What follows belongs to an exercise in optimizing a design on an open flow for small area, a short achievable clock period and few clock cycles; a production flow would make more cautious choices. Only simulation tests tie the RTL to the original design; equivalence was not proved. Power is estimated from default activity; no workload was simulated.

the reference run:
==> flow/design.v (excerpt) <==
module duty_cycled_particle_averager
(
    input  wire logic        clk,
    input  wire logic        rst_n,
    input  wire logic        s_tvalid,
    output logic             s_tready,
    input  wire logic [87:0] s_tdata,
    output logic             m_tvalid,
    input  wire logic        m_tready,
    output logic      [63:0] m_tdata,
    input  wire logic        psel,
    input  wire logic        penable,
    input  wire logic        pwrite,
    input  wire logic [3:0]  paddr,
    input  wire logic [31:0] pwdata,
    output logic      [31:0] prdata,
    output logic             pready
);
Size in the first run: about 3,700 cells after synthesis, roughly 470 flip-flops.
clock: 8.0 ns
lec_check: 0
abc_area: 1
cap_margin: 20
core_margin: 2
core_utilization: 60
cts_cluster_diameter: 80
cts_cluster_size: 25
setup_slack_margin: 4.9
slew_margin: 20
standard.sh (not shown) runs the stock make flow with config.mk's settings and CLKGATE_MAP_FILE= SYNTH_SCRIPT=/design/flow/synth_recipe.tcl, a recipe that flattens the netlist after the stock synthesis.
==> flow/flow/run.sh <==
#!/bin/bash
# The standard layout (the standard.sh, all steps through finish), with
# the port buffers that placement inserts made of sky130_fd_sc_hd__buf_2
# cells instead of the buffer_ports default. Every port still gets its own
# buffer. make's full output goes to layout.log in the work folder; ORFS's
# per-step logs stay under orfs/logs/.
set -euo pipefail
bash standard.sh "BUFFER_PORTS_ARGS=-buffer_cell sky130_fd_sc_hd__buf_2" finish > layout.log 2>&1
Testbench counts of the reference run, summed over its fixed seeds: cycles 9,553.
--- input diff the reference run..the trial run ---
- PLACE_DENSITY newly set to 0.72
- SETUP_SLACK_MARGIN changed from 4.9 to 4.8
- CORE_UTILIZATION changed from 60 to 70
--- outcome ---
- Overall power of the completed layout in the trial run is 1.2% lower than in the reference run
- The lower maximum number of pins on one net before global-route repair of the trial run and the reference run is in the trial run.
- Summary: via count, the trial run worse than the reference run
- Comparing the trial run against the reference run, there is no change at all in area share of fa/ha/maj cells after synthesis.
- Between the reference run and the trial run, the smallest hold slack does not differ in any meaningful way.
- The higher final setup slack of the worst path of the trial run and the reference run is in the reference run.
- Diff the reference run -> the trial run: routed wire length roughly the same; largest vdd supply drop shrank by 52 uV; final design instance area without fill dropped 640 um2; clock distribution area overhead in the final layout now sits at about the same level.

========
Starting RTL as in the previous note.
clock: 8.0 ns
lec_check: 0
abc_area: 1
cap_margin: 20
core_margin: 2
core_utilization: 60
cts_cluster_diameter: 80
cts_cluster_size: 30
setup_slack_margin: 4.7
slew_margin: 20
Scripts as last shown in full above: flow/flow/run.sh
The starting point completed without violations.
Testbench counts at the start, summed over its fixed seeds: cycles 9,553.
Change:
--- a/flow/config.mk
+++ b/flow/config.mk
@@ -9 +9 @@
-export CAP_MARGIN = 20
+export CAP_MARGIN = 5
@@ -13,3 +13,3 @@
-export CTS_CLUSTER_SIZE = 30
-export SETUP_SLACK_MARGIN = 4.7
-export SLEW_MARGIN = 20
+export CTS_CLUSTER_SIZE = 25
+export SETUP_SLACK_MARGIN = 4.8
+export SLEW_MARGIN = 5
Effect: Setup slack gets better by 0.069 ns; non-clock buffer count goes up by 20; utilization is higher by 0.70 points; area after synthesis does not change; via count hardly moves; power climbs by about 0.9%; combinational power rises by about 3%; hold slack gets worse by 0.0050 ns; count of clock-buffer cells in the layout went up by 4; wire length is lower by about 0.4%; die area does not change.
Change:
--- a/flow/config.mk
+++ b/flow/config.mk
@@ -9 +9 @@
-export CAP_MARGIN = 5
+export CAP_MARGIN = 20
@@ -15 +15 @@
-export SLEW_MARGIN = 5
+export SLEW_MARGIN = 20
=>
- worst hold slack hardly moves
- register-to-register slack gets better by 0.03 ns
- design area barely changes
- synthesized cell count stays the same

========
duty_cycled_particle_averager again, from the RTL that the note above started with.
==> flow/config.mk <==
export PLATFORM = sky130hd
export DESIGN_NAME = duty_cycled_particle_averager
export DESIGN_NICKNAME = duty_cycled_particle_averager
export VERILOG_FILES = /design/flow/design.v
export SDC_FILE = /design/flow/constraint.sdc
export NUM_CORES = 4
export LEC_CHECK = 0
export ABC_AREA = 1
export CAP_MARGIN = 20
export CORE_MARGIN = 2
export CORE_UTILIZATION = 60
export CTS_CLUSTER_DIAMETER = 80
export CTS_CLUSTER_SIZE = 30
export SETUP_SLACK_MARGIN = 5.0
export SLEW_MARGIN = 20
==> flow/constraint.sdc <==
create_clock -name core_clock -period 8.0 [get_ports {clk}]
set_input_delay 1.6000 -clock core_clock [delete_from_list [all_inputs] [get_ports {clk}]]
set_output_delay 1.6000 -clock core_clock [all_outputs]
set_load 0.01 [all_outputs]
Scripts as last shown in full above: flow/flow/run.sh
Testbench counts at the start, summed over its fixed seeds: cycles 9,553.
==> next run, changes <==
SETUP_SLACK_MARGIN = 4.3   (was 5.0)
=>
- The changed run finished with timing, DRC and antenna clean
- synthesized area is unchanged
- cell area decreases by a little under a tenth
- routed wire length decreases by roughly a tenth
- setup slack loses 0.31 ns
- final cell count decreases by a few percent
- core utilization decreases by 6.4 points
- clock-buffer cell count decreases by 2
- sequential share of layout area increases by 3.0 points
- via count decreases by a few percent
- combinational power decreases by about a fifth
- register-to-register slack loses 0.36 ns
==> next run, changes <==
SETUP_SLACK_MARGIN = 4.5   (was 4.3)
Result:
- global-route usage went up by 0.36 points
- final cell count barely changes
- via count stays flat
- combinational power went up by about 2%
- wire length went up by about 1.4%
- area after synthesis does not change

==> separate check: timing with driven ports <==
The flow's constraints put no driver on any port. The routed layouts listed below were extracted and timed again, unchanged, in two steps. Step 1 (the two cells are an assumption about what drives the block):
set clk [get_ports {clk}]
set_driving_cell -lib_cell sky130_fd_sc_hd__clkbuf_16 $clk
set_driving_cell -lib_cell sky130_fd_sc_hd__buf_2 [delete_from_list [all_inputs] $clk]
Step 2 also shifts input and output timing later by t, the mid clock arrival at the registers, as if the neighbouring blocks saw the same clock. a / b / c = ideal / step 1 / step 2; a / b = the first two.
run	t, ns	setup WS [ns]	worst setup path after step 2	worst slew at a driven data input, ns
the reference run	0.669	4.854 / 4.876 / 4.207	input to register	0.10
the trial run	0.659	4.729 / 4.751 / 4.092	input to register	0.10
the first run of note 2	0.686	4.767 / 4.767 / 4.124	input to register	0.10
the second run of note 2	0.676	4.836 / 4.860 / 4.183	input to register	0.09
the third run of note 2	0.676	4.834 / 4.857 / 4.181	input to register	0.09
the first run of note 3	0.686	4.771 / 4.790 / 4.104	input to register	0.09
the second run of note 3	0.674	4.458 / 4.458 / 3.851	input to register	0.11
the third run of note 3	0.671	4.593 / 4.625 / 3.960	input to register	0.10
After both steps every run listed still meets setup and hold. For the first run of note 3, which loses most, drivers alone change the setup slack by +0.019 ns; drivers and shift together by -0.667 ns.
